This design comes from an exercise in tuning for small area, a short achievable clock period and few clock cycles on the open sky130 flow, not from production work.
RTL that was checked went through simulation tests only; none was proved equivalent to the original.
Power figures rest on the tool's default switching activity, not on a simulated workload.

Setup of run M:
Design infix_to_prefix_converter_unit, start of the top module:
module infix_to_prefix_converter_unit (
  input  logic       clk_i,
  input  logic       rst_ni,
  input  logic       s_axis_tvalid,
  output logic       s_axis_tready,
  input  logic [7:0] s_axis_tdata,    
  input  logic       s_axis_tlast,
  output logic       m_axis_tvalid,
  input  logic       m_axis_tready,
  output logic [7:0] m_axis_tdata,    
  output logic       m_axis_tlast,
  output logic [1:0] m_axis_tuser     
);
clock: 6.0 ns
lec_check: 0
cap_margin: 20
core_margin: 2
core_utilization: 30
setup_slack_margin: 3.5
slew_margin: 20
tns_end_percent: 30
run.sh (not shown) runs the stock make flow with config.mk's settings and CLKGATE_MAP_FILE= SYNTH_SCRIPT=/design/flow/synth_recipe.tcl, a recipe that flattens the netlist after the stock synthesis.
Run M: PASS, flow complete, no timing, DRC or antenna violations
Relative to run M, the following input files were edited for run H:
--- a/flow/design.v
+++ b/flow/design.v
@@ -219,18 +219,18 @@
     if (!rst_ni) begin
       used_q   <= '0;
       qa_cnt_q <= '0;
       qa_h_q   <= '0;
       qa_t_q   <= '0;
     end else begin
       used_q   <= used_d;
       qa_cnt_q <= qa_cnt_d;
-      qa_h_q   <= qa_h_q + $bits(qa_h_q)'(qa_pop);
-      qa_t_q   <= qa_t_q + $bits(qa_t_q)'(qa_push);
+      if (qa_pop)  qa_h_q <= qa_h_q + 1'b1;
+      if (qa_push) qa_t_q <= qa_t_q + 1'b1;
     end
   end
   always_ff @(posedge clk_i) begin
     if (qa_cnt_q != 3'(QA)) begin
       qa_b_q[qa_t_q] <= a_full ? abase_q : (wa_q + 7'd1);
       qa_n_q[qa_t_q] <= qa_push_n;
       qa_o_q[qa_t_q] <= a_full;
       qa_c_q[qa_t_q] <= s_axis_tdata;
Combinational share of power is lower on run M. Run H ended up with nand2_1 as its standard cell with the maximum stage delay on the critical path; run M ended up with or4_4. Run H: combinational-cell power consumption 23% above run M. Diff run M -> run H | post-place instance area | down slightly. From run M to run H the numbers moved as follows: count of mapped cells out of synthesis decreased 0.60%, share of layout cells above drive strength 1 fell by 1.1 points.
Testbench counts of run H, summed over its fixed seeds: cycles 8,142.
No functional check of the RTL was part of run M.

---

Another version of the RTL of infix_to_prefix_converter_unit (not shown whole).
Size: about 1,500 flip-flops, roughly 26 I/O pins.
clock: 6.0 ns
lec_check: 0
cap_margin: 20
core_margin: 2
core_utilization: 30
setup_slack_margin: 3.5
slew_margin: 20
tns_end_percent: 30
Testbench counts at the start, summed over its fixed seeds: cycles 7,804.
Then changed:
--- a/flow/design.v
+++ b/flow/design.v
@@ -233,24 +233,24 @@
     wqb_d_q <= ram_wdb;
   end
   always_ff @(posedge clk_i or negedge rst_ni) begin
     if (!rst_ni) begin
       used_q   <= '0;
       qa_cnt_q <= '0;
       qa_h_q   <= '0;
       qa_t_q   <= '0;
     end else begin
       used_q   <= used_d;
       qa_cnt_q <= qa_cnt_d;
-      if (qa_pop)  qa_h_q <= qa_h_q + 1'b1;
-      if (qa_push) qa_t_q <= qa_t_q + 1'b1;
+      qa_h_q   <= qa_h_q + $bits(qa_h_q)'(qa_pop);
+      qa_t_q   <= qa_t_q + $bits(qa_t_q)'(qa_push);
     end
   end
   always_ff @(posedge clk_i) begin
     if (qa_cnt_q != 3'(QA)) begin
       qa_b_q[qa_t_q] <= a_full ? abase_q : (wa_q + 7'd1);
       qa_n_q[qa_t_q] <= qa_push_n;
       qa_o_q[qa_t_q] <= a_full;
       qa_c_q[qa_t_q] <= s_axis_tdata;
       qa_p_q[qa_t_q] <= aprev_q;
     end
   end
@@ -590,42 +590,40 @@
   logic [7:0] cx_d_q;
   logic       cx_l_q;
   logic       c_room;
   logic       o_pop;
   logic       c_take;
   logic       c_rd;
   logic       c_add;
   logic [7:0] lo_d;
   logic       lo_l;
   logic [1:0] lo_u;
   logic       c_last;
+  logic [6:0] cf;
   logic [5:0] qc_lo6;
   assign c_room = !(ov_q && e1v_q);
   assign o_pop  = ov_q && m_axis_tready;
   assign c_take = c_room && cx_v_q;
   assign c_rd   = c_run_q && (!cx_v_q || c_take);
   assign c_last = ((cp_q + 7'd1) == cend_q);
   assign qc_pop = !c_run_q && (qc_cnt_q != 2'd0) && (!qc_s_q[0] || (c_room && !cx_v_q));
   assign c_add  = c_take || (qc_pop && qc_s_q[0]);
   assign lo_d   = cx_v_q ? cx_d_q : 8'h00;
   assign lo_l   = cx_v_q ? cx_l_q : 1'b1;
   assign lo_u   = cx_v_q ? STAT_OK : qc_st_q[0];
   assign qc_lo6 = qc_lo_q[0][5:0];
-  logic [6:0] used_p1, used_m1, used_f, used_pf;
+  logic [6:0] used_p1;
+  assign cf      = c_rd ? 7'd1 : (qc_pop ? qc_fr_q[0] : 7'd0);
   assign used_p1 = used_q + 7'd1;
-  assign used_m1 = used_q - 7'd1;
-  assign used_f  = used_q - qc_fr_q[0];
-  assign used_pf = used_p1 - qc_fr_q[0];
   always_comb begin
-    if (ram_wea) used_d = c_rd ? used_q : (qc_pop ? used_pf : used_p1);
-    else         used_d = c_rd ? used_m1 : (qc_pop ? used_f : used_q);
+    used_d = ram_wea ? (used_p1 - cf) : (used_q - cf);
     if (a_rel) used_d[6] = !used_d[6];
   end
   always_ff @(posedge clk_i or negedge rst_ni) begin
     if (!rst_ni) begin
       c_run_q <= 1'b0;
       cp_q    <= '0;
       cx_v_q  <= 1'b0;
       ov_q    <= 1'b0;
       e1v_q   <= 1'b0;
     end else begin
       if (c_run_q) begin
Cell count goes down by 1.0%; global-route usage goes up by 0.23 points; clock-buffer cell count goes up by 2; clock skew is about the same; synthesized area goes down by 0.52%; power is about the same; die area goes down by 0.52%; core utilization goes down by 0.11 points; setup slack gets worse by 0.27 ns; hold slack barely changes.
Function not checked in the second run of this note: the RTL went through the layout flow alone.

afterwards: timing with drivers on the ports:
How much do the figures lean on ideal ports? The routed layouts below were timed once more, with nothing changed but the port constraints.
Step 1 assumes that a clkbuf_16 drives the clock port and a buf_2 every other input.
Step 2 times the ports against the registers' clock, not the clock port: input delays grow and output delays shrink by t, the midpoint of the rising clock arrivals with the driver on.
Slacks: ideal / step 1 / step 2; pairs: ideal / step 1.
| run | t (ns) | setup slack, ns | worst setup path at the end | slew at the worst register clock pin (ns) | worst slew at a driven data input, ns |
|---|---|---|---|---|---|
| run M | 0.955 | 3.028 / 3.028 / 2.515 | input to register | 0.07 / 0.07 | 0.14 |
| run H | 0.942 | 3.004 / 3.004 / 2.319 | input to register | 0.07 / 0.07 | 0.06 |
| the first run of note 2 | 0.875 | 3.228 / 3.194 / 2.438 | input to register | 0.07 / 0.07 | 0.15 |
| the second run of note 2 | 0.875 | 2.960 / 2.960 / 2.437 | input to register | 0.07 / 0.07 | 0.10 |
After both steps setup and hold are still met in every run listed. The setup slack of the first run of note 2, which loses most, moves by -0.034 ns with the drivers and by -0.790 ns with both steps.
